From an optimization exercise on the open Yosys and OpenROAD flow, aimed at small area; shortcuts taken in it are not production practice.
In this exercise RTL edits were held to simulation tests only and were not proved equivalent to the original.
No activity file was given, so power comes from the tool's default toggle rates.

**flow/config.mk**
```make
export PLATFORM = sky130hd
export DESIGN_NAME = axi4_lite_regfile_slave
export DESIGN_NICKNAME = axi4_lite_regfile_slave
export VERILOG_FILES = /design/flow/design.v
export SDC_FILE = /design/flow/constraint.sdc
export NUM_CORES = 4
export LEC_CHECK = 0
export CAP_MARGIN = 20
export CORE_MARGIN = 2
export CORE_UTILIZATION = 60
export SLEW_MARGIN = 20
export SYNTH_HIERARCHICAL = 1
```
**flow/constraint.sdc**
```tcl
create_clock -name core_clock -period 5.0 [get_ports {ACLK}]
set_input_delay 1.0000 -clock core_clock [delete_from_list [all_inputs] [get_ports {ACLK}]]
set_output_delay 1.0000 -clock core_clock [all_outputs]
set_load 0.01 [all_outputs]
```
**flow/design.v**
```verilog
module axi4_lite_regfile_slave #(
  parameter int ADDRESS    = 32,
  parameter int DATA_WIDTH = 32,
  parameter int NUM_REGS   = 32
) (
  input  logic                    ACLK,
  input  logic                    ARESETN,
  input  logic [ADDRESS-1:0]      S_AWADDR,
  input  logic                    S_AWVALID,
  output logic                    S_AWREADY,
  input  logic [DATA_WIDTH-1:0]   S_WDATA,
  input  logic [DATA_WIDTH/8-1:0] S_WSTRB,
  input  logic                    S_WVALID,
  output logic                    S_WREADY,
  output logic [1:0]              S_BRESP,
  output logic                    S_BVALID,
  input  logic                    S_BREADY,
  input  logic [ADDRESS-1:0]      S_ARADDR,
  input  logic                    S_ARVALID,
  output logic                    S_ARREADY,
  output logic [DATA_WIDTH-1:0]   S_RDATA,
  output logic [1:0]              S_RRESP,
  output logic                    S_RVALID,
  input  logic                    S_RREADY
);
  localparam int SW    = DATA_WIDTH / 8;
  localparam int OFS   = $clog2(SW);
  localparam int IDX_W = (NUM_REGS > 1) ? $clog2(NUM_REGS) : 1;
  localparam logic [ADDRESS-1:0] NREGS_A = ADDRESS'(NUM_REGS);
  logic st_wa, st_wr, st_rr;           
  logic aw_held, w_held, last_wr;
  logic idle;
  logic                  ok_q;         
  logic [DATA_WIDTH-1:0] wd_q;
  logic [SW-1:0]         ws_q;
  logic wr_req, grant_wr, grant_rd, aw_hs, w_hs, do_wr;
  logic [ADDRESS-1:0] aw_word, ar_word;
  logic aw_ok, ar_ok;
  assign idle     = ~st_wa & ~st_wr & ~st_rr;
  assign wr_req   = S_AWVALID | S_WVALID;
  assign grant_wr = wr_req & (~S_ARVALID | ~last_wr);
  assign grant_rd = S_ARVALID & ~grant_wr;
  assign aw_hs    = st_wa & ~aw_held & S_AWVALID;
  assign w_hs     = st_wa & ~w_held & S_WVALID;
  assign do_wr    = st_wa & (aw_held | S_AWVALID) & (w_held | S_WVALID);
  assign aw_word = S_AWADDR >> OFS;
  assign ar_word = S_ARADDR >> OFS;
  assign aw_ok   = aw_word < NREGS_A;
  assign ar_ok   = ar_word < NREGS_A;
  always_ff @(posedge ACLK or negedge ARESETN) begin
    if (!ARESETN) begin
      st_wa   <= 1'b0;
      st_wr   <= 1'b0;
      st_rr   <= 1'b0;
      aw_held <= 1'b0;
      w_held  <= 1'b0;
      last_wr <= 1'b0;
    end else begin
      if (idle) begin
        if (grant_wr) begin
          st_wa   <= 1'b1;
          last_wr <= 1'b1;
        end else if (grant_rd) begin
          st_rr   <= 1'b1;
          last_wr <= 1'b0;
        end
      end
      if (st_wa) begin
        if (do_wr) begin
          st_wa   <= 1'b0;
          st_wr   <= 1'b1;
          aw_held <= 1'b0;
          w_held  <= 1'b0;
        end else begin
          if (aw_hs) aw_held <= 1'b1;
          if (w_hs)  w_held  <= 1'b1;
        end
      end
      if (st_wr && S_BREADY) st_wr <= 1'b0;
      if (st_rr && S_RREADY) st_rr <= 1'b0;
    end
  end
  always_ff @(posedge ACLK) begin
    if (idle) begin
      ok_q  <= ar_ok;
    end else if (st_wa && !aw_held) begin
      ok_q  <= aw_ok;
    end
    if (st_wa && !w_held) begin
      wd_q <= S_WDATA;
      ws_q <= S_WSTRB;
    end
  end
  localparam int LO_W = 2;
  localparam int HI_W = IDX_W - LO_W;
  logic [IDX_W-1:0]      rot, ld_idx, ld_pos;
  logic [2**LO_W-1:0]    pa_q;
  logic [2**HI_W-1:0]    pb_q;
  logic [NUM_REGS-1:0]   dec;
  logic                  ld, ld_ok, prev_wr, window;
  always_ff @(posedge ACLK) rot <= rot + 1'b1;
  assign ld     = idle | (st_wa & ~aw_held);
  assign ld_idx = idle ? ar_word[IDX_W-1:0] : aw_word[IDX_W-1:0];
  assign ld_ok  = idle ? ar_ok : aw_ok;
  assign ld_pos = ld_idx + rot + 1'b1;
  always_ff @(posedge ACLK) begin
    if (ld) begin
      for (int i = 0; i < 2**LO_W; i++) pa_q[i] <= (ld_pos[LO_W-1:0] == LO_W'(i));
      for (int i = 0; i < 2**HI_W; i++) pb_q[i] <= (ld_pos[IDX_W-1:LO_W] == HI_W'(i)) & ld_ok;
    end else begin
      pa_q <= {pa_q[2**LO_W-2:0], pa_q[2**LO_W-1]};
      if (pa_q[2**LO_W-1]) pb_q <= {pb_q[2**HI_W-2:0], pb_q[2**HI_W-1]};
    end
  end
  always_comb
    for (int p = 0; p < NUM_REGS; p++) dec[p] = pa_q[p % 2**LO_W] & pb_q[p / 2**LO_W];
  always_ff @(posedge ACLK or negedge ARESETN)
    if (!ARESETN) prev_wr <= 1'b0;
    else          prev_wr <= st_wr;
  assign window = st_wr | prev_wr;
  logic clr1_n, clr2_n, clear;
  always_ff @(posedge ACLK or negedge ARESETN)
    if (!ARESETN) begin
      clr1_n <= 1'b0;
      clr2_n <= 1'b0;
    end else begin
      clr1_n <= 1'b1;
      clr2_n <= clr1_n;
    end
  assign clear = ~clr1_n | ~clr2_n;
  function automatic logic pol_of(input int p);
    pol_of = (((p + 1) / 2) % 2) == 1;
  endfunction
  logic [NUM_REGS-1:0][DATA_WIDTH-1:0] ring;
  logic [DATA_WIDTH-1:0]               col_d, col_dn;    
  logic [SW-1:0]                       ws_x;
  logic [NUM_REGS-1:0]                 sel, sel_n;
  assign col_d  = clear ? '0 : wd_q;
  assign col_dn = ~col_d;
  assign ws_x   = clear ? '1 : ws_q;
  assign sel    = dec;
  assign sel_n  = ~dec;
  genvar b, p;
  generate
    for (p = 0; p < NUM_REGS; p++) begin : g_pos
      localparam int PP = (p + NUM_REGS - 1) % NUM_REGS;
      localparam logic POL = pol_of(p);
      if (p % 2 == 1) begin : g_ins
        logic ins;
        logic [SW-1:0] lane, lane_n;
        logic [DATA_WIDTH-1:0] d;
        assign ins    = (window & dec[PP]) | clear;
        assign lane   = {SW{ins}} & ws_x;
        assign lane_n = ~lane;
        for (b = 0; b < DATA_WIDTH; b++) begin : g_bit
          axil_ring_ins u_ins (
            .prev(ring[PP][b]), .lane(lane[b/8]), .lane_n(lane_n[b/8]),
            .xn(POL ? col_d[b] : col_dn[b]), .d(d[b])
          );
        end
        always_ff @(posedge ACLK) ring[p] <= d;
      end else begin : g_pass
        always_ff @(posedge ACLK) ring[p] <= ring[PP];
      end
    end
    for (b = 0; b < DATA_WIDTH; b++) begin : g_rd
      logic [NUM_REGS/2-1:0] tq, ts;    
      logic [NUM_REGS/2-1:0] iq, is_n;  
      logic [5:0]            t_n;       
      logic [7:0]            i_h;       
      logic [1:0]            t_h;
      logic [1:0]            o_h;
      for (p = 0; p < NUM_REGS / 4; p++) begin : g_grp
        assign tq[2*p]     = ring[4*p][b];
        assign tq[2*p+1]   = ring[4*p+3][b];
        assign ts[2*p]     = sel[4*p];
        assign ts[2*p+1]   = sel[4*p+3];
        assign iq[2*p]     = ring[4*p+1][b];
        assign iq[2*p+1]   = ring[4*p+2][b];
        assign is_n[2*p]   = sel_n[4*p+1];
        assign is_n[2*p+1] = sel_n[4*p+2];
      end
      for (p = 0; p < 5; p++) begin : g_t3
        axil_aoi222 u (
          .a1(ts[3*p]), .a2(tq[3*p]), .b1(ts[3*p+1]), .b2(tq[3*p+1]),
          .c1(ts[3*p+2]), .c2(tq[3*p+2]), .y(t_n[p])
        );
      end
      axil_nand2 u_t1 (.a(ts[15]), .b(tq[15]), .y(t_n[5]));
      for (p = 0; p < 8; p++) begin : g_i2
        axil_oai22 u (
          .a1(is_n[2*p]), .a2(iq[2*p]), .b1(is_n[2*p+1]), .b2(iq[2*p+1]), .y(i_h[p])
        );
      end
      axil_nand3 u_j0 (.a(t_n[0]), .b(t_n[1]), .c(t_n[2]), .y(t_h[0]));
      axil_nand3 u_j1 (.a(t_n[3]), .b(t_n[4]), .c(t_n[5]), .y(t_h[1]));
      axil_or4   u_j2 (.a(i_h[0]), .b(i_h[1]), .c(i_h[2]), .d(i_h[3]), .y(o_h[0]));
      axil_or4   u_j3 (.a(i_h[4]), .b(i_h[5]), .c(i_h[6]), .d(i_h[7]), .y(o_h[1]));
      axil_or4   u_j4 (.a(o_h[0]), .b(o_h[1]), .c(t_h[0]), .d(t_h[1]), .y(S_RDATA[b]));
    end
  endgenerate
  assign S_AWREADY = st_wa & ~aw_held;
  assign S_WREADY  = st_wa & ~w_held;
  assign S_ARREADY = idle & grant_rd;
  assign S_BVALID  = st_wr;
  assign S_BRESP   = {~ok_q, 1'b0};
  assign S_RVALID  = st_rr;
  assign S_RRESP   = {~ok_q, 1'b0};
endmodule
module axil_ring_ins (
  input  logic prev,
  input  logic lane,
  input  logic lane_n,
  input  logic xn,
  output logic d
);
  assign d = ~((lane_n | xn) & (lane | prev));
endmodule
module axil_aoi222 (
  input  logic a1, a2, b1, b2, c1, c2,
  output logic y
);
  assign y = ~((a1 & a2) | (b1 & b2) | (c1 & c2));
endmodule
module axil_oai22 (
  input  logic a1, a2, b1, b2,
  output logic y
);
  assign y = ~((a1 | a2) & (b1 | b2));
endmodule
module axil_nand2 (
  input  logic a, b,
  output logic y
);
  assign y = ~(a & b);
endmodule
module axil_nand3 (
  input  logic a, b, c,
  output logic y
);
  assign y = ~(a & b & c);
endmodule
module axil_or4 (
  input  logic a, b, c, d,
  output logic y
);
  assign y = a | b | c | d;
endmodule
```
**flow/flow/run.sh**
```bash
#!/bin/bash
# Standard ORFS layout with three changes: port buffers use buf_1 instead of the default
# delay-buffer cell, and CTS clusters more sinks per leaf buffer without dummy loads.
set -euo pipefail
export BUFFER_PORTS_ARGS="-buffer_cell sky130_fd_sc_hd__buf_1"
export CTS_ARGS="-sink_clustering_enable -repair_clock_nets -dont_use_dummy_load -sink_clustering_size 20 -sink_clustering_max_diameter 100"
bash standard.sh finish > make.log 2>&1
```
**flow/standard.sh**
```bash
#!/bin/bash
# synth_recipe.tcl (not shown) runs the flow's synth.tcl, then flattens the netlist and writes it again
# the make line also repeats each setting of config.mk as NAME=value (left out here)
make -C /OpenROAD-flow-scripts/flow DESIGN_CONFIG=/design/flow/config.mk WORK_HOME=/design/flow/orfs CLKGATE_MAP_FILE= SYNTH_SCRIPT=/design/flow/synth_recipe.tcl "${@:-finish}"
```
==> metrics.md, run 1 <==
| Metric | Value |
|---|---|
| Avg Synthesized Cell Area | ~12 sq um |
| Worst skew pair latency | 0.66 ns |
| Drt first pass iters | 8 |
| CP Depth | 6 |
| Worst-path clk slew | 0.08 ns |
| Crit path arrival time | roughly 3.7 ns |
| Fin worst setup slack | 0.276 ns |
| Buffers added on ports | 141 |
| Area of the die | approximately 0.055 sq mm |
| Count of buffering cells on the critical path with inverters included | 2 |
| Crit path top cell by count | sky130_fd_sc_hd__or4_1 |
| Total negative slack for setup checks | 0 ns |
| 1st-iter DRT viols | 4,674 |
| Die span in x | between 200 and 250 um |
| VDD IR max | 529 uV |
| Path type of the worst min-delay path | primary input to asynchronous set/reset pin |
| Non-filler instance count after layout | 3,512 |
| Required @ worst endpoint | 4.00 ns |
| Type of element launching the critical path | register |
| Setup Slack @ Placement | 1.10 ns |
| Cell count after placement | between 3,000 and 4,000 |
| Timing startpoint of the critical path | pb_q[1]$_DFFE_PP_ |
| Maximum capacitance violations | 0 |
| Distinct cells, synth | slightly above 40 |
| Maximum net fanout on the critical path | 17 |
| Worst stage delay on the critical path | 0.69 ns |
| Number of buffers created by CTS | 60 |
| Gates resized, CTS repair | 0 |
| Average vias per placed instance | 7.41 |
| Rel. slew slack | 0.123 |
| Vias in the first global route | 25,000 |
| Final clock skew | approximately 0.046 ns |
| Initial core utilization | 0.606 |
| Number of rows in the core area | 84 |
| Cells along the critical path | nand2_2 -> buf_12 -> o22ai_1 -> or4_1 -> or4_1 -> buf_1 |
| RSZ-0062 raised after global routing | false |
| Aggregate routed wire length | ~110,000 um |
| Final worst path period share | 0.945 |
| Final Slew Violations | 0 |
| Clock tree sinks | between 1,000 and 1,500 |
| Post-CTS Setup Bufs | 0 |
| Synth area leaders | sky130_fd_sc_hd__dfxtp_1 65%, sky130_fd_sc_hd__o22ai_1 15%, sky130_fd_sc_hd__a222oi_1 5.0% |
| Max stage delay cell, worst path | sky130_fd_sc_hd__edfxtp_1 |
| Fraction of synthesized cell area taken by the top area cell type | 0.651 |
| Yosys warning count | 7 |
| WL/cell | 31.6 um |
| Worst setup path class | register to output pin |
| Area growth syn-to-layout | 10.7% |
| Portion of the post-synthesis area used by sequential elements | 0.700 |
| Kind of end point of the critical path | output pin |
| Total count of hold-check failures in the final report | 0 |
| Htree depth | 2 |
| Number of buffers on the longest clock path | 3 |
| Number of routed nets with antenna violations | 0 |
| Worst slew pin tran | 1.32 ns |
| CTS root buf | sky130_fd_sc_hd__clkbuf_16 |
| Cts hold-fix bufs | 0 |
| Synth area leader | sky130_fd_sc_hd__dfxtp_1 |
| Slack of the worst reg-to-reg path | between 1 and 1.5 ns |
| Layout cell share with drive strength beyond 1 | 0.0556 |
| Overall power after layout | 0.0203 W |
| Family with the most delay on the worst path | simple AND/OR/NAND/NOR gates |
| Run status | no timing/DRC/antenna violations |
| Design Area, Final | 0.0352 sq mm |
| Post-synth design cell area | approximately 0.032 sq mm |
| Routability congestion estimate | 0.899 |
| Wire length of the first global-routing pass | approximately 160,000 um |
| Top_reg_cell synth | sky130_fd_sc_hd__dfxtp_1 |
| Num ports | 148 |
| Core footprint | 0.0524 sq mm |
| Final #Nets | 2,940 |
| Number of endpoints failing setup at the final stage | 0 |
| DRC violation count after routing | 0 |
| Post-detailed-placement half-perimeter wirelength | a little under 70,000 um |
| Share of flip-flops with an asynchronous set or reset | 0.00828 |
| Worst reg-to-reg path cell count | 10 |
| GRT overflow | 0 |
| Number of synthesized flops with an enable pin | 45 |
| Leakage power of the design | 13.5 nW |
| Die Height | roughly 230 um |
| Reg-to-reg critical path startpoint | st_wr$_DFFE_PN0P_ |
| Peak Freq | 212 MHz |
| Reg2Reg Capture Point | pb_q[7]$_DFFE_PP_ |
| CTS tree | built |
| Yosys reg bits | 1,087 |
| Antenna violations before repair | 1 |
| Power density relative to cell area | 576 mW/mm^2 |
| Maximum number of pins on one net before global-route repair | 65 |
| Total number of vias | 26,000 |
| Instance count of the mapped netlist | 2,597 |
| Placed cell areas | 0.0337 sq mm |
| Period minus WS final | 4.72 ns |
| Total GRT Usage | 0.391 |
## per-layer routing
metal | GRT usage | vias up | wire [um] | part of all wire
li1 | - | 10800 | - | -
met1 | 0.542 | 12600 | 42400 | 0.38
met2 | 0.575 | 2166 | 47000 | 0.42
met3 | 0.104 | 402 | 16200 | 0.15
met4 | 0.173 | 2 | 5370 | 0.048
met5 | 0 | - | 11 | 0.000099
## worst max-delay path by stage
stage             endpoint  slack, ns
4_1_cts        S_RDATA[13]       0.39
6_report       S_RDATA[13]       0.28
3_3_place_gp   S_RDATA[13]       1.10
5_1_grt        S_RDATA[13]       0.29
2_1_floorplan   S_RDATA[0]       1.63
3_5_place_dp   S_RDATA[13]       1.10
## cells in the final DEF, fill, tap and decap left out, drive strengths merged, types with 7 or more instances in the layout
| cell | count |
|---|---|
| clkbuf | 60 |
| o31ai | 9 |
| o22ai | 769 |
| and2 | 25 |
| a21oi | 68 |
| nor2 | 10 |
| a222oi | 160 |
| inv | 104 |
| nand3 | 68 |
| or4 | 96 |
| dfrtp | 9 |
| o21ai | 7 |
| nor4 | 10 |
| ha | 7 |
| buf | 199 |
| edfxtp | 45 |
| nand2 | 104 |
| dfxtp | 1033 |
## per-module statistics from Yosys, one instance, submodules excluded
| module | flip-flops and latches | copies in the design | area [sq um] | cells |
|---|---|---|---|---|
| axil_oai22 | 0 | 256 | 6.26 | 1 |
| axil_aoi222 | 0 | 160 | 10.0 | 1 |
| axil_ring_ins | 0 | 512 | 6.26 | 1 |
| axil_nand2 | 0 | 32 | 3.75 | 1 |
| axi4_lite_regfile_slave | 1087 | 1 | 24200 | 1477 |
| axil_or4 | 0 | 96 | 7.51 | 1 |
| axil_nand3 | 0 | 64 | 5.00 | 1 |
## stage by stage
| step | utilization | hold WS, ns |
|---|---|---|
| after floorplan | - | 0.330 |
| after global placement | 0.642 | 0.333 |
| after detailed placement | 0.642 | 0.335 |
| after CTS | 0.671 | 0.304 |
| after global routing | 0.671 | 0.332 |
| final | 0.671 | 0.307 |
## flip-flops by register name, indices dropped and copies added (netlist names)
register,flops
st_rr,1
ring,1024
ws_q,4
pb_q,8
ok_q,1
w_held,1
aw_held,1
st_wr,1
st_wa,1
rot,5
clr1_n,1
last_wr,1
wd_q,32
clr2_n,1
pa_q,4
prev_wr,1
## cell usage after synthesis, types with 2 or more instances
| library cell | instances |
|---|---|
| sky130_fd_sc_hd__nor3_1 | 3 |
| sky130_fd_sc_hd__clkbuf_1 | 30 |
| sky130_fd_sc_hd__a21o_1 | 2 |
| sky130_fd_sc_hd__xnor2_1 | 3 |
| sky130_fd_sc_hd__edfxtp_1 | 45 |
| sky130_fd_sc_hd__xor2_1 | 2 |
| sky130_fd_sc_hd__o31ai_1 | 9 |
| sky130_fd_sc_hd__a21oi_1 | 68 |
| sky130_fd_sc_hd__a222oi_1 | 160 |
| sky130_fd_sc_hd__dfxtp_1 | 1033 |
| sky130_fd_sc_hd__nor4_1 | 10 |
| sky130_fd_sc_hd__dfrtp_1 | 9 |
| sky130_fd_sc_hd__nand2_1 | 104 |
| sky130_fd_sc_hd__or4_1 | 96 |
| sky130_fd_sc_hd__or3_1 | 3 |
| sky130_fd_sc_hd__nand4_1 | 4 |
| sky130_fd_sc_hd__conb_1 | 2 |
| sky130_fd_sc_hd__nor2_1 | 10 |
| sky130_fd_sc_hd__inv_1 | 104 |
| sky130_fd_sc_hd__nand3_1 | 68 |
| sky130_fd_sc_hd__mux2i_1 | 2 |
| sky130_fd_sc_hd__ha_1 | 7 |
| sky130_fd_sc_hd__and2_1 | 25 |
| sky130_fd_sc_hd__o21a_1 | 4 |
| sky130_fd_sc_hd__nand2b_1 | 2 |
| sky130_fd_sc_hd__o22ai_1 | 769 |
| sky130_fd_sc_hd__buf_4 | 3 |
| sky130_fd_sc_hd__o21ai_0 | 7 |
## cells by family after synthesis
| group | Yosys count | synth area share |
|---|---|---|
| compound gates | 1022 | 0.218 |
| flops | 1087 | 0.700 |
| mux | 3 | 0.00134 |
| simple gates | 330 | 0.0572 |
| fa+ha+maj | 8 | 0.00338 |
| xor+xnor | 7 | 0.00283 |
| buf+inv | 138 | 0.0169 |
| other cells | 2 | 0.000236 |
## cell type report
type                            instances  area [sq um]
Fill cell                            3988         17200
Clock buffer                           60          1500
Antenna cell                            1          2.50
Multi-Input combinational cell       1373          9080
Tap cell                              688           861
Inverter                              104           390
Timing Repair Buffer                  199          1100
Sequential cell                      1087         22300
## power breakdown
| part | leakage [nW] | internal (W) | switching, W |
|---|---|---|---|
| sequential | 9.13 | 0.0101 | 0.000910 |
| combinational | 3.64 | 0.00138 | 0.00311 |
| clock | 0.739 | 0.00212 | 0.00267 |
==> run 2, diff against run 1 <==
--- a/flow/config.mk
+++ b/flow/config.mk
@@ -7,6 +7,6 @@
 export LEC_CHECK = 0
 export CAP_MARGIN = 20
 export CORE_MARGIN = 2
-export CORE_UTILIZATION = 60
+export CORE_UTILIZATION = 75
 export SLEW_MARGIN = 20
 export SYNTH_HIERARCHICAL = 1
==> metrics.md, run 2 <==
| Metric | Value |
|---|---|
| Leading cell types in the layout, fill and taps excluded | 1,033 x sky130_fd_sc_hd__dfxtp_1, 769 x sky130_fd_sc_hd__o22ai_1, 160 x sky130_fd_sc_hd__a222oi_1 |
| Clock share of power | 0.236 (about the same) |
| Synth area leaders | sky130_fd_sc_hd__dfxtp_1 65%, sky130_fd_sc_hd__o22ai_1 15%, sky130_fd_sc_hd__a222oi_1 5.0% |
| CTS tree | built |
| Avg Synthesized Cell Area | 12.2 sq um (unchanged) |
| Period minus WS final | 4.88 ns (+0.154 ns) |
| Die Height | 210 um (-10%) |
| Switching Power | 0.00670 W (about the same) |
| Htree depth | 2 (unchanged) |
| Antenna violations before repair | 1 (unchanged) |
| Power density relative to cell area | 581 mW/mm^2 (+0.97%) |
| Required @ worst endpoint | 4.00 ns (about the same) |
| Maximum net fanout on the critical path | 16 (-1) |
| Leakage power of the design | 13.4 nW (-0.75%) |
| Total negative slack for setup checks | 0 ns (unchanged) |
| Run status | no timing/DRC/antenna violations |
| Number of endpoints failing setup at the final stage | 0 (unchanged) |
| Cell Int Power | 0.0135 W (-0.18%) |
| Share of total power in sequential cells | 0.544 (+0.002) |
| Distinct cells, synth | 41 (unchanged) |
| Crit path top cell by count | sky130_fd_sc_hd__or4_1 |
| Cts hold-fix bufs | 0 (unchanged) |
| Number of synthesized flops with an enable pin | 45 (unchanged) |
| Part of the total power dissipated in combinational logic | 0.221 (about the same) |
| RSZ-0062 raised after global routing | false |
| Area growth syn-to-layout | 9.55% |
| Most frequent cell after synthesis | sky130_fd_sc_hd__dfxtp_1 |
| Core footprint | 0.0419 sq mm (-20%) |
| Register ranked first by flip-flop count | ring |
| Footprint of the flip-flops and latches | 0.0223 sq mm (unchanged) |
| Layout cell share with drive strength beyond 1 | 0.0443 (-0.0113) |
| Fraction of synthesized cell area taken by the top area cell type | 0.651 (unchanged) |
| Average vias per placed instance | 8.02 (+8.2%) |
| Total count of hold-check failures in the final report | 0 (unchanged) |
| Peak Freq | 205 MHz (-3.2%) |
| Maximum capacitance violations | 0 (unchanged) |
| Top_reg_cell synth | sky130_fd_sc_hd__dfxtp_1 |
| Final worst hold slack | 0.314 ns (+0.00663 ns) |
| Clock tree sinks | 1,087 (unchanged) |
| Worst stage delay on the critical path | 0.89 ns (+0.20 ns) |
| GRT overflow | 0 (unchanged) |
| Count of buffering cells on the critical path with inverters included | 2 (unchanged) |
| Aggregate routed wire length | 111,000 um (-0.21%) |
| Kind of end point of the critical path | output pin |
| Worst slew pin tran | 1.31 ns (-0.0103 ns) |
| Maximum number of pins on one net before global-route repair | 65 (unchanged) |
| Buffers added on ports | 141 (unchanged) |
| Total number of vias | 26,900 (+3.4%) |
| Cells along the critical path | nand2_1 -> buf_12 -> o22ai_1 -> or4_1 -> or4_1 -> buf_1 |
| Largest registers | ring x1024, wd_q x32, pb_q x8 |
| Family with the most delay on the worst path | simple AND/OR/NAND/NOR gates |
| Num ports | 148 (unchanged) |
| Post-synth design cell area | 0.0318 sq mm (unchanged) |
| DRC violation count after routing | 0 (unchanged) |
| Gates resized, CTS repair | 0 (unchanged) |
| Net switching fraction of the power | 0.331 (+0.000544) |
| Count of antenna diodes in the layout | 0 (-1) |
| Final #Nets | 2,936 (-0.14%) |
| Vias in the first global route | 26,900 (+7.6%) |
| Total GRT Usage | 0.489 (+0.0977) |
| Routability congestion estimate | 1.00 (+11%) |
| Share of flip-flops with an asynchronous set or reset | 0.00828 (unchanged) |
| Fin worst setup slack | 0.122 ns (-0.154 ns) |
| Instance count of the mapped netlist | 2,597 (unchanged) |
| VDD IR max | 571 uV (+7.8%) |
| Final clock skew | 0.0533 ns (+0.00726 ns) |
| 1st-iter DRT viols | 5,370 (+15%) |
| Path type of the worst min-delay path | register to register |
| Area of the die | 0.0440 sq mm (-20%) |
| CTS root buf | sky130_fd_sc_hd__clkbuf_16 |
| Drt first pass iters | 8 (unchanged) |
| Final worst path period share | 0.976 (+0.0308) |
| Wire length of the first global-routing pass | 160,000 um (+1.6%) |
| Yosys reg bits | 1,087 (unchanged) |
| Max stage delay cell, worst path | sky130_fd_sc_hd__nand2_1 |
| Type of element launching the critical path | register |
| Fin util | 0.832 (+0.161) |
| Die span in x | 210 um (-10%) |
| WL/cell | 33.0 um (+4.4%) |
| Number of rows in the core area | 75 (-11%) |
| Most common cell after layout, fill and taps aside | sky130_fd_sc_hd__dfxtp_1 |
| Worst setup path class | register to output pin |
| Rel. slew slack | 0.130 (+0.00684) |
| Crit path arrival time | 3.88 ns (+0.16 ns) |
| Filler instances | 2,353 (-41%) |
| Flip-flop count of the largest register, all copies and words added | 1,024 (unchanged) |
| Initial core utilization | 0.760 (+0.153) |
| Synth area leader | sky130_fd_sc_hd__dfxtp_1 |
| Worst-path clk slew | 0.08 ns (about the same) |
| Number of routed nets with antenna violations | 0 (unchanged) |
| Multi-input gate area | 0.00903 sq mm (-0.61%) |
| Number of buffers on the longest clock path | 3 (unchanged) |
| Cell types with the highest counts after synthesis | 1,033 x sky130_fd_sc_hd__dfxtp_1, 769 x sky130_fd_sc_hd__o22ai_1, 160 x sky130_fd_sc_hd__a222oi_1 |
| Post-CTS Setup Bufs | 0 (unchanged) |
| Setup Slack @ Placement | 0.982 ns (-0.117 ns) |
| Final Slew Violations | 0 (unchanged) |
| Worst skew pair latency | 0.66 ns (about the same) |
| Yosys warning count | 7 (unchanged) |
| Post-detailed-placement half-perimeter wirelength | 68,700 um (+0.81%) |
| Portion of the post-synthesis area used by sequential elements | 0.700 (unchanged) |
| Number of buffers created by CTS | 60 (unchanged) |
run 2: modules after synthesis, one instance, submodules excluded:
module / cell area [sq um] / cells / times used / flops+latches
axil_or4: 7.51 / 1 / 96 / 0
axi4_lite_regfile_slave: 24200 / 1477 / 1 / 1087
axil_nand2: 3.75 / 1 / 32 / 0
axil_nand3: 5.00 / 1 / 64 / 0
axil_aoi222: 10.0 / 1 / 160 / 0
axil_oai22: 6.26 / 1 / 256 / 0
axil_ring_ins: 6.26 / 1 / 512 / 0
run 2: area by class of cell:
cell class,count,share of cell area
tap,539,0.0194
timing repair buffer,195,0.0279
clock buffer,60,0.0431
multi-input combinational,1373,0.259
sequential,1087,0.639
inverter,104,0.0112
run 2: final timing paths:
| check | startpoint | to | slack, ns | cells past startpoint |
|---|---|---|---|---|
| setup / recovery | pb_q[5]$_DFFE_PP_ | S_RDATA[20] | 0.12 | 6 |
| hold / removal | ring[884]$_DFF_P_ | ring[916]$_DFF_P_ | 0.31 | 0 |
| setup reg to reg | st_wr$_DFFE_PN0P_ | pb_q[3]$_DFFE_PP_ | 0.98 | 9 |
| hold reg to reg | ring[884]$_DFF_P_ | ring[916]$_DFF_P_ | 0.31 | 0 |
| max in group asynchronous | ARESETN | clr2_n$_DFF_PN0_ | 4.26 | 1 |
| min in group asynchronous | ARESETN | prev_wr$_DFF_PN0_ | 0.32 | 1 |
run 2: power by group through the flow:
stage / Clock (W) / Sequential [W] / Combinational (W)
2_1_floorplan: 0 / 0.0107 / 0.00242
3_3_place_gp: 0 / 0.0110 / 0.00402
3_5_place_dp: 0 / 0.0111 / 0.00411
4_1_cts: 0.00470 / 0.0109 / 0.00415
5_1_grt: 0.00500 / 0.0111 / 0.00449
6_report: 0.00477 / 0.0110 / 0.00447
run 2: per-layer routing:
metal | wire length, um | share of wire | track usage | vias to the layer above
li1 | - | - | - | 10800
met1 | 36800 | 0.33 | 0.631 | 12500
met2 | 46200 | 0.42 | 0.706 | 2880
met3 | 19900 | 0.18 | 0.180 | 747
met4 | 7850 | 0.071 | 0.293 | 2
met5 | 13 | 0.00012 | 0 | -
run 2: kinds of logic (layout without fill, tap and decap cells):
family | after synthesis | count (layout) | synth area share
flip-flops | 1087 | 1087 | 0.700
AO/OA/AOI/OAI | 1022 | 1022 | 0.218
AND/OR/NAND/NOR | 330 | 330 | 0.0572
buffers and inverters | 138 | 359 | 0.0169
adder cells (fa/ha/maj) | 8 | 8 | 0.00338
XOR/XNOR | 7 | 7 | 0.00283
multiplexers | 3 | 3 | 0.00134
other | 2 | 3 | 0.000236
run 2: through the flow:
step	area (sq um)	std cells	power (W)
floorplan	31800	2598	0.0131
global placement	33300	3298	0.0150
detailed placement	33300	3298	0.0152
CTS	34800	3358	0.0198
global route	34800	3358	0.0206
finish	34800	3358	0.0202
==> run 3, diff against run 2 <==
==> flow/flow/run.sh (replaced) <==
#!/bin/bash
# Standard ORFS layout with three changes: port buffers use buf_1 instead of the default
# delay-buffer cell, and CTS clusters more sinks per leaf buffer without dummy loads.
set -euo pipefail
export BUFFER_PORTS_ARGS="-buffer_cell sky130_fd_sc_hd__buf_1"
export CTS_ARGS="-sink_clustering_enable -repair_clock_nets -dont_use_dummy_load -sink_clustering_size 15 -sink_clustering_max_diameter 60 -buf_list sky130_fd_sc_hd__clkbuf_8"
bash standard.sh finish > make.log 2>&1
--- a/flow/config.mk
+++ b/flow/config.mk
@@ -7,6 +7,6 @@
 export LEC_CHECK = 0
 export CAP_MARGIN = 20
 export CORE_MARGIN = 2
-export CORE_UTILIZATION = 75
+export CORE_UTILIZATION = 60
 export SLEW_MARGIN = 20
 export SYNTH_HIERARCHICAL = 1
==> metrics.md, run 3 <==
| Metric | Value |
|---|---|
| Run status | no timing/DRC/antenna violations |
| Peak Freq | 210 MHz (+2.6%) |
| Number of routed nets with antenna violations | 0 (unchanged) |
| 1st-iter DRT viols | 4,381 (-18%) |
| Type of element launching the critical path | register |
| Kind of end point of the critical path | output pin |
| GRT overflow | 0 (unchanged) |
| Power density relative to cell area | 562 mW/mm^2 (-3.4%) |
| CTS root buf | sky130_fd_sc_hd__clkbuf_8 |
| Wire length of the first global-routing pass | 158,000 um (-1.4%) |
| Crit path arrival time | 3.76 ns (-0.12 ns) |
| Most frequent cell after synthesis | sky130_fd_sc_hd__dfxtp_1 |
| Post-detailed-placement half-perimeter wirelength | 68,200 um (-0.80%) |
| Final Slew Violations | 0 (unchanged) |
| Cells along the critical path | nand2_2 -> buf_12 -> o22ai_1 -> or4_1 -> or4_1 -> buf_1 |
| RSZ-0062 raised after global routing | false |
| Area growth syn-to-layout | 9.55% (about the same) |
| Total negative slack for setup checks | 0 ns (unchanged) |
| Max stage delay cell, worst path | sky130_fd_sc_hd__edfxtp_1 |
| Leading cell types in the layout, fill and taps excluded | 1,033 x sky130_fd_sc_hd__dfxtp_1, 769 x sky130_fd_sc_hd__o22ai_1, 160 x sky130_fd_sc_hd__a222oi_1 |
| Number of buffers on the longest clock path | 3 (unchanged) |
| Path type of the worst min-delay path | primary input to asynchronous set/reset pin |
| Initial core utilization | 0.606 (-0.153) |
| DRC violation count after routing | 0 (unchanged) |
| Core footprint | 0.0524 sq mm (+25%) |
| Number of rows in the core area | 84 (+12%) |
| Aggregate routed wire length | 111,000 um (about the same) |
| Htree depth | 3 (+1) |
| Top_reg_cell synth | sky130_fd_sc_hd__dfxtp_1 |
| Fraction of synthesized cell area taken by the top area cell type | 0.651 (unchanged) |
| Area of the die | 0.0548 sq mm (+24%) |
| Number of endpoints failing setup at the final stage | 0 (unchanged) |
| CTS tree | built |
| Most common cell after layout, fill and taps aside | sky130_fd_sc_hd__dfxtp_1 |
| Instance count of the mapped netlist | 2,597 (unchanged) |
| Total count of hold-check failures in the final report | 0 (unchanged) |
| Yosys warning count | 7 (unchanged) |
| Filler instances | 4,029 (+71%) |
| Die span in x | 234 um (+12%) |
| Drt first pass iters | 8 (unchanged) |
| Fin util | 0.664 (-0.168) |
| Crit path top cell by count | sky130_fd_sc_hd__or4_1 |
| Slack of the worst reg-to-reg path | 1.23 ns (+0.25 ns) |
| Yosys reg bits | 1,087 (unchanged) |
| Final clock skew | 0.0369 ns (-0.0164 ns) |
| Average vias per placed instance | 7.39 (-7.9%) |
| Cts hold-fix bufs | 0 (unchanged) |
| Worst stage delay on the critical path | 0.70 ns (-0.19 ns) |
| WL/cell | 31.4 um (-4.9%) |
| Number of buffers created by CTS | 82 (+37%) |
| Total GRT Usage | 0.392 (-0.0962) |
| Clock tree sinks | 1,087 (unchanged) |
| Synth area leader | sky130_fd_sc_hd__dfxtp_1 |
| Gates resized, CTS repair | 0 (unchanged) |
| Routability congestion estimate | 0.899 (-10%) |
| Worst setup path class | register to output pin |
| Footprint of the flip-flops and latches | 0.0223 sq mm (unchanged) |
| Buffers added on ports | 141 (unchanged) |
| Post-synth design cell area | 0.0318 sq mm (unchanged) |
| Cell types with the highest counts after synthesis | 1,033 x sky130_fd_sc_hd__dfxtp_1, 769 x sky130_fd_sc_hd__o22ai_1, 160 x sky130_fd_sc_hd__a222oi_1 |
| Rel. slew slack | 0.145 (+0.0147) |
| Antenna violations before repair | 1 (unchanged) |
| Flip-flop count of the largest register, all copies and words added | 1,024 (unchanged) |
| Share of flip-flops with an asynchronous set or reset | 0.00828 (unchanged) |
| Maximum capacitance violations | 0 (unchanged) |
| Leakage power of the design | 13.4 nW (-0.36%) |
| Synth area leaders | sky130_fd_sc_hd__dfxtp_1 65%, sky130_fd_sc_hd__o22ai_1 15%, sky130_fd_sc_hd__a222oi_1 5.0% |
| Avg Synthesized Cell Area | 12.2 sq um (unchanged) |
| Distinct cells, synth | 41 (unchanged) |
| Portion of the post-synthesis area used by sequential elements | 0.700 (unchanged) |
| Num ports | 148 (unchanged) |
| VDD IR max | 536 uV (-6.1%) |
| Maximum net fanout on the critical path | 17 (+1) |
| Required @ worst endpoint | 4.00 ns (about the same) |
| Number of synthesized flops with an enable pin | 45 (unchanged) |
| Final worst path period share | 0.951 (-0.0246) |
| Register ranked first by flip-flop count | ring |
| Layout cell share with drive strength beyond 1 | 0.0629 (+0.0186) |
| Worst-path clk slew | 0.09 ns (about the same) |
| Worst skew pair latency | 0.71 ns (+0.05 ns) |
| Period minus WS final | 4.76 ns (-0.123 ns) |
| Multi-input gate area | 0.00908 sq mm (+0.61%) |
| Total number of vias | 26,100 (-3.0%) |
| Final #Nets | 2,962 (+0.89%) |
| Vias in the first global route | 25,100 (-6.5%) |
| Overall power after layout | 0.0196 W (-3.4%) |
| Worst slew pin tran | 1.28 ns (-0.0221 ns) |
| Final worst hold slack | 0.268 ns (-0.0457 ns) |
| Die Height | 234 um (+12%) |
| Maximum number of pins on one net before global-route repair | 65 (unchanged) |
| Post-CTS Setup Bufs | 0 (unchanged) |
| Largest registers | ring x1024, wd_q x32, pb_q x8 |
[run 3: cell counts after synthesis]
Identical to the previous run, type by type.
[run 3: critical path: cells and delay by family, from the launching register on]
| family | cells | cell delay, ns |
|---|---|---|
| AO/OA/AOI/OAI | 1 | 0.09 |
| buffers and inverters | 2 | 0.44 |
| AND/OR/NAND/NOR | 3 | 1.80 |
| flip-flops | 1 | 0.70 |
[run 3: Yosys stat by module (local to each module, per instance), a selection]
module / cells inside / copies in the design
axil_nand2: 1 / 32
axil_or4: 1 / 96
axi4_lite_regfile_slave: 1477 / 1
axil_oai22: 1 / 256
axil_ring_ins: 1 / 512
axil_nand3: 1 / 64
[run 3: where the power goes]
part | switching, W | total, W | internal, W
registers | 0.000906 | 0.0110 | 0.0101
clock network | 0.00264 | 0.00411 | 0.00147
logic | 0.00309 | 0.00447 | 0.00138
[run 3: logic make-up after synthesis]
logic type / count (synthesis) / synth area share
other: 2 / 0.000236
AO/OA/AOI/OAI: 1022 / 0.218
buffers and inverters: 138 / 0.0169
AND/OR/NAND/NOR: 330 / 0.0572
XOR/XNOR: 7 / 0.00283
flip-flops: 1087 / 0.700
adder cells (fa/ha/maj): 8 / 0.00338
multiplexers: 3 / 0.00134
[run 3: final cells by class]
cell class,count,area share
multi-input cells,1373,0.261
flip-flops and latches,1087,0.639
clock buffers,82,0.0324
repair buffers,199,0.0317
well taps,688,0.0247
diodes,1,0.0000719
inverters,104,0.0112
[run 3: layer usage]
metal  up-vias  track usage  wire (um)
met5         -            0         11
met1     12600        0.542      42700
met3       364        0.110      15900
li1      10900            -          -
met4         2        0.181       4750
met2      2227        0.572      47400
[run 3: metrics by stage]
step / instance area, sq um / setup slack, ns / instances
floorplan: 31800 / 1.63 / 2598
global placement: 33700 / 1.10 / 3451
detailed placement: 33700 / 1.10 / 3451
CTS: 34800 / 0.334 / 3533
global route: 34800 / 0.265 / 3533
finish: 34800 / 0.245 / 3534
[run 3: path summary, 6_finish.rpt]
| path | from | end | depth (start not counted) |
|---|---|---|---|
| worst max-delay path | pb_q[1]$_DFFE_PP_ | S_RDATA[13] | 6 |
| worst min-delay path | ARESETN | clr1_n$_DFF_PN0_ | 1 |
| worst max register to register | st_wr$_DFFE_PN0P_ | pb_q[7]$_DFFE_PP_ | 10 |
| worst min register to register | ring[508]$_DFF_P_ | ring[540]$_DFF_P_ | 0 |
| max in group asynchronous | ARESETN | prev_wr$_DFF_PN0_ | 1 |
| min in group core_clock | ring[508]$_DFF_P_ | ring[540]$_DFF_P_ | 0 |
==> run 4, diff against run 3 <==
--- a/flow/config.mk
+++ b/flow/config.mk
@@ -7,6 +7,6 @@
 export LEC_CHECK = 0
 export CAP_MARGIN = 20
 export CORE_MARGIN = 2
-export CORE_UTILIZATION = 60
+export CORE_UTILIZATION = 75
 export SLEW_MARGIN = 20
 export SYNTH_HIERARCHICAL = 1
==> metrics.md, run 4 <==
| Metric | Value |
|---|---|
| Count of buffering cells on the critical path with inverters included | 2 (unchanged) |
| Rel. slew slack | 0.147 (+0.00257) |
| Run status | no timing/DRC/antenna violations |
| Crit path top cell by count | sky130_fd_sc_hd__or4_1 |
| Kind of end point of the critical path | output pin |
| Routability congestion estimate | 1.00 (+11%) |
| Routed length on met3 | 19,200 um (+21%) |
| Initial core utilization | 0.760 (+0.153) |
| Top_reg_cell synth | sky130_fd_sc_hd__dfxtp_1 |
| Aggregate routed wire length | 109,000 um (-1.5%) |
| Total count of hold-check failures in the final report | 0 (unchanged) |
| Path type of the worst min-delay path | primary input to asynchronous set/reset pin |
| Gates resized, CTS repair | 0 (unchanged) |
| Share of flip-flops with an asynchronous set or reset | 0.00828 (unchanged) |
| Crit path arrival time | 3.87 ns (+0.11 ns) |
| Peak Freq | 205 MHz (-2.4%) |
| Total GRT Usage | 0.484 (+0.0913) |
| Portion of the post-synthesis area used by sequential elements | 0.700 (unchanged) |
| Filler instances | 2,419 (-40%) |
| Antenna violations before repair | 2 (+1) |
| Final worst path period share | 0.974 (+0.0233) |
| WL/cell | 32.3 um (+3.0%) |
| Post-CTS Setup Bufs | 0 (unchanged) |
| Fraction of synthesized cell area taken by the top area cell type | 0.651 (unchanged) |
| Period minus WS final | 4.87 ns (+0.116 ns) |
| Met2 wire length | 46,000 um (-3.0%) |
| Die Height | 210 um (-10%) |
| Post-synth design cell area | 0.0318 sq mm (unchanged) |
| Synth area leader | sky130_fd_sc_hd__dfxtp_1 |
| Flip-flop count of the largest register, all copies and words added | 1,024 (unchanged) |
| Htree depth | 3 (unchanged) |
| Cell types with the highest counts after synthesis | 1,033 x sky130_fd_sc_hd__dfxtp_1, 769 x sky130_fd_sc_hd__o22ai_1, 160 x sky130_fd_sc_hd__a222oi_1 |
| CTS root buf | sky130_fd_sc_hd__clkbuf_8 |
| Maximum capacitance violations | 0 (unchanged) |
| Area of the die | 0.0440 sq mm (-20%) |
| Clock tree sinks | 1,087 (unchanged) |
| Top routing layer used | met5 |
| Final clock skew | 0.0419 ns (+0.00493 ns) |
| Largest registers | ring x1024, wd_q x32, pb_q x8 |
| CTS tree | built |
| Layout cell share with drive strength beyond 1 | 0.0510 (-0.0119) |
| Average vias per placed instance | 7.95 (+7.5%) |
| VDD IR max | 595 uV (+11%) |
| Drt first pass iters | 11 (+3) |
| Worst slew pin tran | 1.28 ns (-0.00386 ns) |
| 1st-iter DRT viols | 5,748 (+31%) |
| Number of synthesized flops with an enable pin | 45 (unchanged) |
| Synth area leaders | sky130_fd_sc_hd__dfxtp_1 65%, sky130_fd_sc_hd__o22ai_1 15%, sky130_fd_sc_hd__a222oi_1 5.0% |
| Number of routed nets with antenna violations | 0 (unchanged) |
| Buffers added on ports | 141 (unchanged) |
| RSZ-0062 raised after global routing | false |
| Type of element launching the critical path | register |
| Num ports | 148 (unchanged) |
| Number of buffers on the longest clock path | 3 (unchanged) |
| Multi-input gate area | 0.00903 sq mm (-0.63%) |
| CP Depth | 6 (unchanged) |
| Number of buffers created by CTS | 82 (unchanged) |
| Count of antenna diodes in the layout | 0 (-1) |
| Worst-path clk slew | 0.09 ns (about the same) |
| Post-detailed-placement half-perimeter wirelength | 68,700 um (+0.81%) |
| Power density relative to cell area | 566 mW/mm^2 (+0.79%) |
| DRC violation count after routing | 0 (unchanged) |
| Most common cell after layout, fill and taps aside | sky130_fd_sc_hd__dfxtp_1 |
| Instance count of the mapped netlist | 2,597 (unchanged) |
| Worst reg-to-reg path cell count | 9 (-1) |
| Distinct cells, synth | 41 (unchanged) |
| Most frequent cell after synthesis | sky130_fd_sc_hd__dfxtp_1 |
| Number of rows in the core area | 75 (-11%) |
| Register ranked first by flip-flop count | ring |
| Core footprint | 0.0419 sq mm (-20%) |
| Worst skew pair latency | 0.70 ns (about the same) |
| Cells along the critical path | nand2_1 -> buf_12 -> o22ai_1 -> or4_1 -> or4_1 -> buf_1 |
| Fin util | 0.823 (+0.159) |
| Footprint of the flip-flops and latches | 0.0223 sq mm (unchanged) |
| Worst stage delay on the critical path | 0.86 ns (+0.16 ns) |
| Family with the most delay on the worst path | simple AND/OR/NAND/NOR gates |
| Area growth syn-to-layout | 8.37% |
| Vias in the first global route | 26,700 (+6.2%) |
| Cts hold-fix bufs | 0 (unchanged) |
| Avg Synthesized Cell Area | 12.2 sq um (unchanged) |
| Final #Nets | 2,958 (-0.14%) |
| GRT overflow | 0 (unchanged) |
| Max stage delay cell, worst path | sky130_fd_sc_hd__nand2_1 |
| Yosys warning count | 7 (unchanged) |
| Total negative slack for setup checks | 0 ns (unchanged) |
| Maximum net fanout on the critical path | 16 (-1) |
| Leading cell types in the layout, fill and taps excluded | 1,033 x sky130_fd_sc_hd__dfxtp_1, 769 x sky130_fd_sc_hd__o22ai_1, 160 x sky130_fd_sc_hd__a222oi_1 |
| Leakage power of the design | 13.3 nW (-0.77%) |
| Die span in x | 210 um (-10%) |
| Yosys reg bits | 1,087 (unchanged) |
| Worst setup path class | register to output pin |
| Final worst hold slack | 0.278 ns (+0.0104 ns) |
| Total number of vias | 26,900 (+2.9%) |
| M1 WL | 36,800 um (-14%) |
| Wire length of the first global-routing pass | 158,000 um (+0.43%) |
| Required @ worst endpoint | 4.00 ns (about the same) |
| Final Slew Violations | 0 (unchanged) |
| Maximum number of pins on one net before global-route repair | 65 (unchanged) |
| Number of endpoints failing setup at the final stage | 0 (unchanged) |
==> run 4: cell counts after synthesis <==
Identical to the previous run, type by type.
==> run 4: per-stage QoR <==
stage | worst slack, ns | power [W] | instance area [sq um] | cells
after floorplan | 1.63 | 0.0131 | 31800 | 2598
after global placement | 1.02 | 0.0150 | 33300 | 3298
after detailed placement | 0.982 | 0.0152 | 33300 | 3298
after CTS | 0.274 | 0.0191 | 34400 | 3380
after global routing | 0.171 | 0.0199 | 34400 | 3380
final | 0.128 | 0.0195 | 34400 | 3380
==> run 4: final timing paths <==
path | startpoint | endpoint | slack, ns
worst max-delay path | pb_q[5]$_DFFE_PP_ | S_RDATA[24] | 0.13
worst min-delay path | ARESETN | st_rr$_DFFE_PN0P_ | 0.28
worst max register to register | st_wr$_DFFE_PN0P_ | pb_q[3]$_DFFE_PP_ | 1.06
worst min register to register | ring[745]$_DFF_P_ | ring[777]$_DFF_P_ | 0.33
max in group asynchronous | ARESETN | prev_wr$_DFF_PN0_ | 4.31
min in group core_clock | ring[745]$_DFF_P_ | ring[777]$_DFF_P_ | 0.33
==> run 4: layer usage <==
layer  vias up  track usage
li1      10900            -
met1     12500        0.638
met2      2776        0.699
met3       698        0.166
met4         4        0.278
met5         -            0
==> run 4: kinds of logic after synthesis <==
| group | count (synthesis) | share of synthesized area |
|---|---|---|
| flops | 1087 | 0.700 |
| compound gates | 1022 | 0.218 |
| simple gates | 330 | 0.0572 |
| buf+inv | 138 | 0.0169 |
| fa+ha+maj | 8 | 0.00338 |
| xor+xnor | 7 | 0.00283 |
| mux | 3 | 0.00134 |
| other cells | 2 | 0.000236 |
==> run 4: worst reg2reg max path, delay by kind of cell (launching register included) <==
family / cells / cell delay [ns]
AND/OR/NAND/NOR: 2 / 0.92
adder cells (fa/ha/maj): 2 / 0.68
XOR/XNOR: 1 / 0.47
multiplexers: 1 / 0.43
flip-flops: 1 / 0.52
AO/OA/AOI/OAI: 2 / 0.67
buffers and inverters: 1 / 0.06
==> run 4: area by class of cell <==
cell class | count | share of cell area
flip-flops and latches | 1087 | 0.646
multi-input cells | 1373 | 0.262
clock buffers | 82 | 0.0328
repair buffers | 195 | 0.0282
well taps | 539 | 0.0196
inverters | 104 | 0.0113
==> run 4: power by group <==
group / leakage, nW / internal [W] / total (W) / switching, W
sequential: 9.13 / 0.0101 / 0.0110 / 0.000919
clock: 0.590 / 0.00147 / 0.00407 / 0.00260
combinational: 3.54 / 0.00135 / 0.00444 / 0.00309
total: 13.3 / 0.0129 / 0.0195 / 0.00660
==> run 4: per-module statistics from Yosys (local to each module, per instance) <==
| module | copies in the design | area, sq um | flops+latches |
|---|---|---|---|
| axil_nand2 | 32 | 3.75 | 0 |
| axil_or4 | 96 | 7.51 | 0 |
| axil_nand3 | 64 | 5.00 | 0 |
| axil_oai22 | 256 | 6.26 | 0 |
| axil_ring_ins | 512 | 6.26 | 0 |
| axil_aoi222 | 160 | 10.0 | 0 |
| axi4_lite_regfile_slave | 1 | 24200 | 1087 |
==> run 5, diff against run 4 <==
==> flow/flow/run.sh (replaced) <==
#!/bin/bash
# Standard ORFS layout with three changes: port buffers use buf_1 instead of the default
# delay-buffer cell, and CTS clusters more sinks per leaf buffer without dummy loads.
set -euo pipefail
export BUFFER_PORTS_ARGS="-buffer_cell sky130_fd_sc_hd__buf_1"
export CTS_ARGS="-sink_clustering_enable -repair_clock_nets -dont_use_dummy_load -sink_clustering_size 10 -sink_clustering_max_diameter 40 -buf_list sky130_fd_sc_hd__clkbuf_4"
bash standard.sh finish > make.log 2>&1
==> metrics.md, run 5 <==
| Metric | Value |
|---|---|
| CTS tree | built |
| Crit path arrival time | 4.11 ns (+0.24 ns) |
| Type of element launching the critical path | register |
| Met1 Use GR | 0.632 (-0.00530) |
| Power density relative to cell area | 559 mW/mm^2 (-1.3%) |
| Global routing met2 resource utilization | 0.686 (-0.0131) |
| Leading cell types in the layout, fill and taps excluded | 1,033 x sky130_fd_sc_hd__dfxtp_1, 769 x sky130_fd_sc_hd__o22ai_1, 160 x sky130_fd_sc_hd__a222oi_1 |
| Total number of vias | 27,000 (+0.57%) |
| Post-detailed-placement half-perimeter wirelength | 68,700 um (unchanged) |
| Path type of the worst min-delay path | primary input to register |
| Number of buffers on the longest clock path | 3 (unchanged) |
| Worst slew pin tran | 1.25 ns (-0.0262 ns) |
| Cell count after placement | 3,298 (unchanged) |
| Vias in the first global route | 26,800 (+0.53%) |
| Leakage power of the design | 13.2 nW (-0.20%) |
| Footprint of the flip-flops and latches | 0.0223 sq mm (unchanged) |
| WL/cell | 31.8 um (-1.6%) |
| Run status | failed layout checks |
| Number of rows in the core area | 75 (unchanged) |
| Final Slew Violations | 0 (unchanged) |
| Wire length of the first global-routing pass | 158,000 um (-0.48%) |
| Avg Synthesized Cell Area | 12.2 sq um (unchanged) |
| Number of endpoints failing setup at the final stage | 3 (+3) |
| Die Height | 210 um (unchanged) |
| Register ranked first by flip-flop count | ring |
| Non-filler instance count after layout | 3,426 (+1.4%) |
| Post-synth design cell area | 0.0318 sq mm (unchanged) |
| Final worst path period share | 1.02 (+0.0466) |
| Area growth syn-to-layout | 7.75% |
| Yosys warning count | 7 (unchanged) |
| Clock tree sinks | 1,087 (unchanged) |
| Required @ worst endpoint | 4.00 ns (about the same) |
| Core footprint | 0.0419 sq mm (unchanged) |
| Die span in x | 210 um (unchanged) |
| Area of the die | 0.0440 sq mm (unchanged) |
| Top_reg_cell synth | sky130_fd_sc_hd__dfxtp_1 |
| Num ports | 148 (unchanged) |
| Synth area leaders | sky130_fd_sc_hd__dfxtp_1 65%, sky130_fd_sc_hd__o22ai_1 15%, sky130_fd_sc_hd__a222oi_1 5.0% |
| Worst skew pair latency | 0.95 ns (+0.25 ns) |
| GRT overflow | 0 (unchanged) |
| Final clock skew | 0.0597 ns (+0.0178 ns) |
| Kind of end point of the critical path | output pin |
| Layout cell share with drive strength beyond 1 | 0.0642 (+0.0132) |
| Maximum net fanout on the critical path | 17 (+1) |
| Multi-input gate area | 0.00903 sq mm (unchanged) |
| CTS root buf | sky130_fd_sc_hd__clkbuf_4 |
| Period minus WS final | 5.11 ns (+0.233 ns) |
| Aggregate routed wire length | 109,000 um (-0.25%) |
| Worst setup path class | register to output pin |
| Most common cell after layout, fill and taps aside | sky130_fd_sc_hd__dfxtp_1 |
| Met3 routing resource usage after global routing | 0.182 (+0.0156) |
| DRC violation count after routing | 0 (unchanged) |
| Routability congestion estimate | 1.00 (unchanged) |
| Setup Slack @ Placement | 0.982 ns (unchanged) |
| Flip-flop count of the largest register, all copies and words added | 1,024 (unchanged) |
| Antenna violations before repair | 3 (+1) |
| Synth area leader | sky130_fd_sc_hd__dfxtp_1 |
| Final #Nets | 2,998 (+1.4%) |
| Rel. slew slack | 0.165 (+0.0175) |
| Htree depth | 3 (unchanged) |
| Post-CTS Setup Bufs | 0 (unchanged) |
| Drt first pass iters | 12 (+1) |
| Placed cell areas | 0.0333 sq mm (unchanged) |
| Maximum number of pins on one net before global-route repair | 65 (unchanged) |
| RSZ-0062 raised after global routing | false |
| Portion of the post-synthesis area used by sequential elements | 0.700 (unchanged) |
| Total GRT Usage | 0.482 (-0.00151) |
| Total count of hold-check failures in the final report | 0 (unchanged) |
| Fraction of synthesized cell area taken by the top area cell type | 0.651 (unchanged) |
| Layout Check Fails | setup timing |
| Number of buffers created by CTS | 121 (+48%) |
| Peak Freq | 196 MHz (-4.6%) |
| Average vias per placed instance | 7.89 (-0.78%) |
| Share of flip-flops with an asynchronous set or reset | 0.00828 (unchanged) |
| GRT busiest layer | met2 |
| 1st-iter DRT viols | 5,259 (-8.5%) |
| Fin worst setup slack | -0.105 ns (-0.233 ns) |
| Filler instances | 2,503 (+3.5%) |
| Number of routed nets with antenna violations | 0 (unchanged) |
| Number of synthesized flops with an enable pin | 45 (unchanged) |
| Buffers added on ports | 141 (unchanged) |
| Distinct cells, synth | 41 (unchanged) |
| Yosys reg bits | 1,087 (unchanged) |
| Maximum capacitance violations | 0 (unchanged) |
| VDD IR max | 602 uV (+1.2%) |
| Cell types with the highest counts after synthesis | 1,033 x sky130_fd_sc_hd__dfxtp_1, 769 x sky130_fd_sc_hd__o22ai_1, 160 x sky130_fd_sc_hd__a222oi_1 |
| Design Area, Final | 0.0343 sq mm (-0.57%) |
| Instance count of the mapped netlist | 2,597 (unchanged) |
| Largest registers | ring x1024, wd_q x32, pb_q x8 |
| Most frequent cell after synthesis | sky130_fd_sc_hd__dfxtp_1 |
| Overall power after layout | 0.0191 W (-1.8%) |
| Worst-path clk slew | 0.10 ns (about the same) |
| Initial core utilization | 0.760 (unchanged) |
==> run 5: cell counts after synthesis <==
Identical to the previous run, type by type.
==> run 5: cells by family (layout without fill, tap and decap cells) <==
kind of cell / Yosys count / in the layout / share of synthesized area
fa+ha+maj: 8 / 8 / 0.00338
xor+xnor: 7 / 7 / 0.00283
buf+inv: 138 / 421 / 0.0169
simple gates: 330 / 330 / 0.0572
flops: 1087 / 1087 / 0.700
mux: 3 / 3 / 0.00134
compound gates: 1022 / 1022 / 0.218
other cells: 2 / 9 / 0.000236
==> run 5: final cells by class <==
type,count,area share
well taps,539,0.0197
multi-input cells,1373,0.264
inverters,104,0.0114
clock buffers,121,0.0265
repair buffers,196,0.0287
flip-flops and latches,1087,0.650
diodes,6,0.000438
==> run 5: modules after synthesis (local to each module, per instance), excerpt <==
module,area (sq um),cells inside,copies in the design,flip-flops and latches
axil_aoi222,10.0,1,160,0
axil_nand2,3.75,1,32,0
axil_nand3,5.00,1,64,0
axil_oai22,6.26,1,256,0
axil_or4,7.51,1,96,0
axil_ring_ins,6.26,1,512,0
==> run 5: repair_timing <==
action | 4_1_cts | 5_1_grt
gates resized for setup | 1 | 1
hold endpoints to repair | 3 | 0
endpoints found under the setup margin | 1 | 1
pin swaps | 0 | 0
hold buffers | 1 | 0
==> run 5: metrics by stage <==
| step | hold WS (ns) | utilization | setup TNS [ns] |
|---|---|---|---|
| floorplan | 0.330 | - | 0 |
| global placement | 0.332 | 0.796 | 0 |
| detailed placement | 0.336 | 0.796 | 0 |
| CTS | 0.178 | 0.818 | 0 |
| global route | 0.179 | 0.818 | 0 |
| finish | 0.223 | 0.818 | -0.125 |
==> run 5: power by group <==
part	internal [W]	total, W	switching, W
Combinational	0.00135	0.00444	0.00308
Clock	0.00110	0.00373	0.00263
Sequential	0.0101	0.0110	0.000907
Total	0.0125	0.0191	0.00662
==> run 5: per-layer routing <==
metal	share of wire	vias up
met5	0.0010	-
met4	0.069	4
met3	0.17	723
met2	0.41	2774
met1	0.34	12500
li1	-	11000
==> run 5: worst paths after layout <==
kind / start / to / slack (ns) / cells after the start
max in group asynchronous: ARESETN / st_wa$_DFF_PN0_ / 4.01 / 2
min reg2reg: ring[57]$_DFF_P_ / ring[89]$_DFF_P_ / 0.30 / 0
max reg2reg: st_wr$_DFFE_PN0P_ / pb_q[3]$_DFFE_PP_ / 1.02 / 9
max: pb_q[2]$_DFFE_PP_ / S_RDATA[5] / -0.11 / 6
min in group asynchronous: ARESETN / st_rr$_DFFE_PN0P_ / 0.59 / 2
min: S_WDATA[19] / wd_q[19]$_DFFE_PP_ / 0.22 / 1
==> run 5: worst max-delay path, stage by stage (launching register included) <==
cell and delay [ns]:
sky130_fd_sc_hd__edfxtp_1 0.68, sky130_fd_sc_hd__and2_1 0.65, sky130_fd_sc_hd__buf_4 0.45, sky130_fd_sc_hd__a222oi_1 0.55, sky130_fd_sc_hd__nand3_1 0.22, sky130_fd_sc_hd__or4_1 0.46
sky130_fd_sc_hd__buf_1 0.15
==> run 6, diff against run 5 <==
==> flow/flow/run.sh (replaced) <==
#!/bin/bash
# Standard ORFS layout with three changes: port buffers use buf_1 instead of the default
# delay-buffer cell, and CTS clusters more sinks per leaf buffer without dummy loads.
set -euo pipefail
export BUFFER_PORTS_ARGS="-buffer_cell sky130_fd_sc_hd__buf_1"
export CTS_ARGS="-sink_clustering_enable -repair_clock_nets -dont_use_dummy_load -sink_clustering_size 18 -sink_clustering_max_diameter 60 -buf_list sky130_fd_sc_hd__clkbuf_8"
bash standard.sh finish > make.log 2>&1
==> metrics.md, run 6 <==
| Metric | Value |
|---|---|
| Run status | no timing/DRC/antenna violations |
| Count of buffering cells on the critical path with inverters included | 2 (unchanged) |
| Post-Synth XOR/XNOR Area | 0.00283 (unchanged) |
| Cell types with the highest counts after synthesis | 1,033 x sky130_fd_sc_hd__dfxtp_1, 769 x sky130_fd_sc_hd__o22ai_1, 160 x sky130_fd_sc_hd__a222oi_1 |
| Path type of the worst min-delay path | primary input to asynchronous set/reset pin |
| Compound-cell area share of the yosys netlist | 0.218 (unchanged) |
| Adder and majority gate portion of the synthesized area | 0.00339 (unchanged) |
| Drt first pass iters | 9 (-3) |
| Core footprint | 0.0419 sq mm (unchanged) |
| Reg-to-reg critical path startpoint | st_wr$_DFFE_PN0P_ |
| Maximum capacitance violations | 0 (unchanged) |
| Worst skew pair latency | 0.69 ns (-0.26 ns) |
| Number of buffers created by CTS | 70 (-42%) |
| Max stage delay cell, worst path | sky130_fd_sc_hd__nand2_1 |
| Number of rows in the core area | 75 (unchanged) |
| Final clock skew | 0.0526 ns (-0.00710 ns) |
| Synth area leaders | sky130_fd_sc_hd__dfxtp_1 65%, sky130_fd_sc_hd__o22ai_1 15%, sky130_fd_sc_hd__a222oi_1 5.0% |
| CTS tree | built |
| RSZ-0062 raised after global routing | false |
| Instance count of the mapped netlist | 2,597 (unchanged) |
| Crit path arrival time | 3.91 ns (-0.20 ns) |
| GRT overflow | 0 (unchanged) |
| Fraction of synthesized area in multiplexers | 0.00134 (unchanged) |
| Maximum net fanout on the critical path | 16 (-1) |
| Most frequent cell after synthesis | sky130_fd_sc_hd__dfxtp_1 |
| Gates resized, CTS repair | 0 (-1) |
| Wire length of the first global-routing pass | 157,000 um (-0.34%) |
| Distinct cells, synth | 41 (unchanged) |
| 1st-iter DRT viols | 5,174 (-1.6%) |
| Power density relative to cell area | 561 mW/mm^2 (+0.34%) |
| Crit path top cell by count | sky130_fd_sc_hd__or4_1 |
| Number of routed nets with antenna violations | 0 (unchanged) |
| Synth area leader | sky130_fd_sc_hd__dfxtp_1 |
| Avg Synthesized Cell Area | 12.2 sq um (unchanged) |
| Final worst path period share | 0.981 (-0.0395) |
| Aggregate routed wire length | 109,000 um (-0.11%) |
| Family with the most delay on the worst path | simple AND/OR/NAND/NOR gates |
| Number of endpoints failing setup at the final stage | 0 (-3) |
| Share of flip-flops with an asynchronous set or reset | 0.00828 (unchanged) |
| Top_reg_cell synth | sky130_fd_sc_hd__dfxtp_1 |
| Area growth syn-to-layout | 7.85% (about the same) |
| Routed length on met3 | 19,000 um (-0.28%) |
| Total number of vias | 26,800 (-0.80%) |
| Die Height | 210 um (unchanged) |
| Post-synth design cell area | 0.0318 sq mm (unchanged) |
| Kind of end point of the critical path | output pin |
| Met2 wire length | 45,000 um (-0.25%) |
| Fin worst setup slack | 0.0926 ns (+0.198 ns) |
| Period minus WS final | 4.91 ns (-0.198 ns) |
| Flip-flop count of the largest register, all copies and words added | 1,024 (unchanged) |
| Setup Slack @ Placement | 0.982 ns (unchanged) |
| WL/cell | 32.3 um (+1.6%) |
| Rel. slew slack | 0.154 (-0.0112) |
| Register ranked first by flip-flop count | ring |
| Initial core utilization | 0.760 (unchanged) |
| Leading cell types in the layout, fill and taps excluded | 1,033 x sky130_fd_sc_hd__dfxtp_1, 769 x sky130_fd_sc_hd__o22ai_1, 160 x sky130_fd_sc_hd__a222oi_1 |
| Total count of hold-check failures in the final report | 0 (unchanged) |
| Cells along the critical path | nand2_1 -> buf_12 -> o22ai_1 -> or4_1 -> or4_1 -> buf_1 |
| Largest registers | ring x1024, wd_q x32, pb_q x8 |
| Number of buffers on the longest clock path | 3 (unchanged) |
| CTS root buf | sky130_fd_sc_hd__clkbuf_8 |
| Total negative slack for setup checks | 0 ns (+0.125 ns) |
| Type of element launching the critical path | register |
| Buffers added on ports | 141 (unchanged) |
| Vias in the first global route | 26,400 (-1.4%) |
| Main combinational cell family by area after synthesis | compound AO/OA/AOI/OAI gates |
| VDD IR max | 581 uV (-3.5%) |
| M1 WL | 37,100 um (-0.26%) |
| Worst stage delay on the critical path | 0.85 ns (+0.17 ns) |
| Clock tree sinks | 1,087 (unchanged) |
| Yosys reg bits | 1,087 (unchanged) |
| Slack of the worst reg-to-reg path | 1.04 ns (+0.02 ns) |
| Placed cell areas | 0.0333 sq mm (unchanged) |
| Design Area, Final | 0.0343 sq mm (about the same) |
| Reg2Reg Capture Point | pb_q[3]$_DFFE_PP_ |
| Worst reg-to-reg path cell count | 9 (unchanged) |
| Total GRT Usage | 0.480 (-0.00168) |
| Final Slew Violations | 0 (unchanged) |
| Most common cell after layout, fill and taps aside | sky130_fd_sc_hd__dfxtp_1 |
| Routability congestion estimate | 1.00 (unchanged) |
| Required @ worst endpoint | 4.00 ns (about the same) |
| Synth Area in Simple Gates | 0.0572 (unchanged) |
| Post-CTS Setup Bufs | 0 (unchanged) |
| Worst setup path class | register to output pin |
| Maximum number of pins on one net before global-route repair | 65 (unchanged) |
| Yosys warning count | 7 (unchanged) |
| Worst-path clk slew | 0.11 ns (about the same) |
| Average vias per placed instance | 7.95 (+0.85%) |
| Die span in x | 210 um (unchanged) |
| Num ports | 148 (unchanged) |
| Fraction of synthesized cell area taken by the top area cell type | 0.651 (unchanged) |
| Number of synthesized flops with an enable pin | 45 (unchanged) |
| Leakage power of the design | 13.2 nW (-0.45%) |
| Area of the die | 0.0440 sq mm (unchanged) |
| Layout cell share with drive strength beyond 1 | 0.0467 (-0.0176) |
| Final #Nets | 2,946 (-1.7%) |
| Peak Freq | 204 MHz (+4.0%) |
| Post-detailed-placement half-perimeter wirelength | 68,700 um (unchanged) |
| Cts hold-fix bufs | 0 (-1) |
| Filler instances | 2,476 (-1.1%) |
| Portion of the post-synthesis area used by sequential elements | 0.700 (unchanged) |
| DRC violation count after routing | 0 (unchanged) |
| Top routing layer used | met5 |
| Worst slew pin tran | 1.27 ns (+0.0168 ns) |
| Antenna violations before repair | 2 (-1) |
| Htree depth | 3 (unchanged) |
run 6: cell families after synthesis:
family	after synthesis
compound gates	1022
other cells	2
simple gates	330
flops	1087
buf+inv	138
mux	3
fa+ha+maj	8
xor+xnor	7
run 6: modules after synthesis, one instance, submodules excluded:
module | flip-flops and latches | cell area (sq um)
axil_nand3 | 0 | 5.00
axi4_lite_regfile_slave | 1087 | 24200
axil_ring_ins | 0 | 6.26
axil_oai22 | 0 | 6.26
axil_or4 | 0 | 7.51
axil_aoi222 | 0 | 10.0
axil_nand2 | 0 | 3.75
run 6: area by class of cell:
class / instances / area, sq um / area share
Sequential cell: 1087 / 22300 / 0.649
Multi-Input combinational cell: 1373 / 9020 / 0.263
Inverter: 104 / 390 / 0.0114
Tap cell: 539 / 674 / 0.0197
Clock buffer: 70 / 963 / 0.0281
Antenna cell: 2 / 5.00 / 0.000146
Timing Repair Buffer: 195 / 972 / 0.0284
run 6: metrics by stage:
step,std cells,util,hold slack [ns],total power [W]
final,3370,0.819,0.282,0.0192
after global routing,3368,0.819,0.315,0.0196
after CTS,3368,0.819,0.279,0.0188
after detailed placement,3298,0.796,0.336,0.0152
after global placement,3298,0.796,0.332,0.0150
after floorplan,2598,-,0.330,0.0131
run 6: worst max-delay path by stage:
| stage | start | end | depth (start not counted) |
|---|---|---|---|
| 2_1_floorplan | pb_q[5]$_DFFE_PP_ | S_RDATA[0] | 5 |
| 3_3_place_gp | pb_q[5]$_DFFE_PP_ | S_RDATA[24] | 6 |
| 3_5_place_dp | pb_q[5]$_DFFE_PP_ | S_RDATA[20] | 6 |
| 4_1_cts | pb_q[5]$_DFFE_PP_ | S_RDATA[20] | 6 |
| 5_1_grt | pb_q[5]$_DFFE_PP_ | S_RDATA[20] | 6 |
| 6_report | pb_q[5]$_DFFE_PP_ | S_RDATA[20] | 6 |
run 6: power breakdown:
| group | leakage, nW | internal [W] | switching [W] |
|---|---|---|---|
| sequential | 9.13 | 0.0101 | 0.000914 |
| combinational | 3.54 | 0.00135 | 0.00308 |
| clock | 0.503 | 0.00127 | 0.00254 |
run 6: metal layers:
layer / track usage / vias to the layer above
met1: 0.628 / 12400
met3: 0.175 / 716
met4: 0.283 / 4
met2: 0.691 / 2810
met5: 0 / -
li1: - / 10800

Re-timed with assumed drivers on the ports (clkbuf_16 on the clock, buf_2 on other inputs), run 6 has 0.037 ns of setup slack against 0.093 ns with ideal ports, and 0.759 ns once port delays also move by the mid clock arrival of 0.722 ns.
